Background: an optimization exercise with open tools, aiming at small area. Do not read the settings as production practice. In this exercise RTL edits were held to simulation tests only and were not proved equivalent to the original. Power and IR drop assume default switching activity.

Design reservation_station, start of the top module:
module reservation_station (
    input  wire         clk,
    input  wire         reset,
    input  wire         dispatch,
    input  wire         dispatch_is_mul,
    input  wire  [31:0] src1_value,
    input  wire  [31:0] src2_value,
    input  wire  [3:0]  src1_tag,
    input  wire  [3:0]  src2_tag,
    input  wire         src1_ready,
    input  wire         src2_ready,
    input  wire         add_bc_valid,
    input  wire  [3:0]  add_bc_tag,
    input  wire  [31:0] add_bc_value,
    input  wire         mul_bc_valid,
    input  wire  [3:0]  mul_bc_tag,
    input  wire  [31:0] mul_bc_value,
    input  wire         free_valid,
    input  wire  [3:0]  free_tag,
    output logic [3:0]  available,
    output logic        add_full,
    output logic        mul_full,
    output logic [31:0] rs1_val,
    output logic [31:0] rs2_val,
    output logic [3:0]  row,
    output logic        calculate
);
    localparam int ROWS = 8;
    logic [ROWS-1:0]        b;
    logic [ROWS-1:0]        v1;
    logic [ROWS-1:0]        v2;
    logic [ROWS-1:0][31:0]  d1;    
    logic [ROWS-1:0][31:0]  d2;
    assign d1 = ~d1n;
    assign d2 = ~d2n;
    logic [ROWS-1:0][31:0]  d1n;
    logic [ROWS-1:0][31:0]  d2n;
    logic [ROWS-1:0]        gn;    
    logic [ROWS-1:0] used;
    logic [3:0]      add_free, mul_free;    
    logic [ROWS-1:0] al;                    
    logic [ROWS-1:0] fr;                    
    logic [ROWS-1:0] req, gnt;
    logic            av, mv;                
    assign used = b | v1;
    assign add_full = &used[3:0];
    assign mul_full = &used[7:4];
    assign add_free = ~used[3:0] & (used[3:0] + 4'd1);
    assign mul_free = ~used[7:4] & (used[7:4] + 4'd1);
    always_comb begin
        available[3] = 1'b0;
        available[2] = dispatch_is_mul;
        if (dispatch_is_mul) begin
            available[1:0] = !used[4] ? 2'd0 : !used[5] ? 2'd1 : !used[6] ? 2'd2 : 2'd3;
        end else begin
  ...
Settings: LEC_CHECK=0, CAP_MARGIN=20, CORE_MARGIN=2, CORE_UTILIZATION=42, GPL_TIMING_DRIVEN=0, SLEW_MARGIN=20; clock period 4.0 ns.
standard.sh (not shown) runs the stock make flow with config.mk's settings and CLKGATE_MAP_FILE= SYNTH_SCRIPT=/design/flow/synth_recipe.tcl, a recipe that flattens the netlist after the stock synthesis.
==> flow/flow/run.sh <==
#!/bin/bash
# The standard layout (standard.sh), with these changes:
#  - synthesis maps logic with an area-oriented ABC script (flow/abc_area.script)
#    in place of ORFS's abc_speed.script; everything else in synthesis is the
#    standard one, so the registers are the standard synthesis's;
#  - ports buffered with the smallest buffer (buf_1) instead of clkdlybuf4s50_1;
#  - clock tree from clkbuf_8 with larger sink clusters and no dummy loads.
# Each make step writes its own log under orfs/logs; make's output goes to make_*.log.
set -euo pipefail
rm -rf scripts_own
cp -r "$FLOW_HOME/scripts" scripts_own
cp flow/abc_area.script scripts_own/abc_speed.script
export BUFFER_PORTS_ARGS="-buffer_cell sky130_fd_sc_hd__buf_1"
export CTS_ARGS="-sink_clustering_enable -repair_clock_nets -dont_use_dummy_load -buf_list sky130_fd_sc_hd__clkbuf_8 -sink_clustering_size 16 -sink_clustering_max_diameter 60"
SCRIPTS_DIR="$PWD/scripts_own" bash standard.sh synth > make_synth.log 2>&1
bash standard.sh > make_flow.log 2>&1
==> flow/flow/abc_area.script <==
strash
&get -n
&fraig -x
&put
dc2
dch -f
map -a
strash
dch -f
map -a
The baseline produced a layout that fails on setup timing.
Change:
==> flow/flow/abc_area.script (replaced) <==
strash
&get -n
&fraig -x
&put
dc2
dch -f
map -a
strash
dch -f
map -a
strash
dch -f
map -a
- GPL_TIMING_DRIVEN: 0 -> not set
Outcome: This time the run completed with no timing, DRC or antenna violations; clock power hardly moves; clock skew climbs by 0.022 ns; combinational power drops by about 3%; sequential share of layout area climbs by 1.5 points; design area drops by 4.1%; cell count climbs by 0.93%; die area barely changes; setup slack gets better by 0.46 ns; power drops by 0.52%; global-route usage climbs by 0.92 points.
Change:
--- a/flow/flow/run.sh
+++ b/flow/flow/run.sh
@@ -13,3 +13,3 @@
 export BUFFER_PORTS_ARGS="-buffer_cell sky130_fd_sc_hd__buf_1"
-export CTS_ARGS="-sink_clustering_enable -repair_clock_nets -dont_use_dummy_load -buf_list sky130_fd_sc_hd__clkbuf_8 -sink_clustering_size 16 -sink_clustering_max_diameter 60"
+export CTS_ARGS="-sink_clustering_enable -repair_clock_nets -dont_use_dummy_load -buf_list sky130_fd_sc_hd__clkbuf_8 -sink_clustering_size 12 -sink_clustering_max_diameter 50"
 SCRIPTS_DIR="$PWD/scripts_own" bash standard.sh synth > make_synth.log 2>&1
==> flow/flow/abc_area.script (replaced) <==
strash
&get -n
&fraig -x
&put
dc2
dch -f
map -a
strash
dch -f
map -a
- CAP_MARGIN: 20 -> 10
- SLEW_MARGIN: 20 -> 10
What happened: Core utilization rose by 0.66 points; count of clock-buffer cells in the layout rose by 20; power rose by a few percent; combinational power rose slightly.
Change:
--- a/flow/flow/run.sh
+++ b/flow/flow/run.sh
@@ -3,3 +3,3 @@
 #  - synthesis maps logic with an area-oriented ABC script (flow/abc_area.script)
-#    in place of ORFS's abc_speed.script; everything else in synthesis is the
+#    (with ABC buffering and sizing at the end) in place of ORFS's abc_speed.script; everything else in synthesis is the
 #    standard one, so the registers are the standard synthesis's;
@@ -13,3 +13,3 @@
 export BUFFER_PORTS_ARGS="-buffer_cell sky130_fd_sc_hd__buf_1"
-export CTS_ARGS="-sink_clustering_enable -repair_clock_nets -dont_use_dummy_load -buf_list sky130_fd_sc_hd__clkbuf_8 -sink_clustering_size 12 -sink_clustering_max_diameter 50"
+export CTS_ARGS="-sink_clustering_enable -repair_clock_nets -dont_use_dummy_load -buf_list sky130_fd_sc_hd__clkbuf_8 -sink_clustering_size 16 -sink_clustering_max_diameter 60"
 SCRIPTS_DIR="$PWD/scripts_own" bash standard.sh synth > make_synth.log 2>&1
==> flow/flow/abc_area.script (replaced) <==
strash
&get -n
&fraig -x
&put
dc2
dch -f
map -a
strash
dch -f
map -a
topo
stime -c
buffer -c
upsize -c
dnsize -c
- CAP_MARGIN: 10 -> 20
- SLEW_MARGIN: 10 -> 20
Outcome:
- The changed run finished with timing, DRC and antenna clean
- cell area stays flat
- routed wire length is higher by about 1.1%
- final cell count is higher by 0.53%
- maximum frequency is higher by about 0.74%
- via count stays flat
- global-route usage is lower by 2.3 points
- non-clock buffer count is lower by 33
- core utilization is lower by 3.3 points

[re-timing with driven ports]
The flow's constraints put no driver on any port. The routed layouts listed below were extracted and timed again, unchanged, in two steps. Step 1, drivers: a clkbuf_16 drives clk and a buf_2 each remaining input, both assumed. Step 2 moves the port delays by t, midway between the first and last clock arrival at a register: inputs arrive t later, outputs are due t later. That takes back most of the time a late clock gives input paths. Slacks: no drivers / after step 1 / after step 2; pairs: no drivers / after step 1.
run	t, ns	setup WS [ns]	worst hold slack (ns)	worst setup path after step 2
the first run	0.774	-0.129 / -0.130 / -0.869	0.277 / 0.243 / 0.471	input to register
the second run	0.748	0.329 / 0.264 / -0.028	0.332 / 0.295 / 0.481	input to register
the third run	0.709	0.220 / 0.159 / -0.199	0.368 / 0.335 / 0.463	input to register
the fourth run	0.754	0.248 / 0.189 / -0.153	0.330 / 0.299 / 0.485	input to register
Met with ideal ports but missed after step 2: setup timing in the second run, the third run and the fourth run. The setup slack of the first run, which loses most, moves by -0.001 ns with the drivers and by -0.740 ns with both steps.
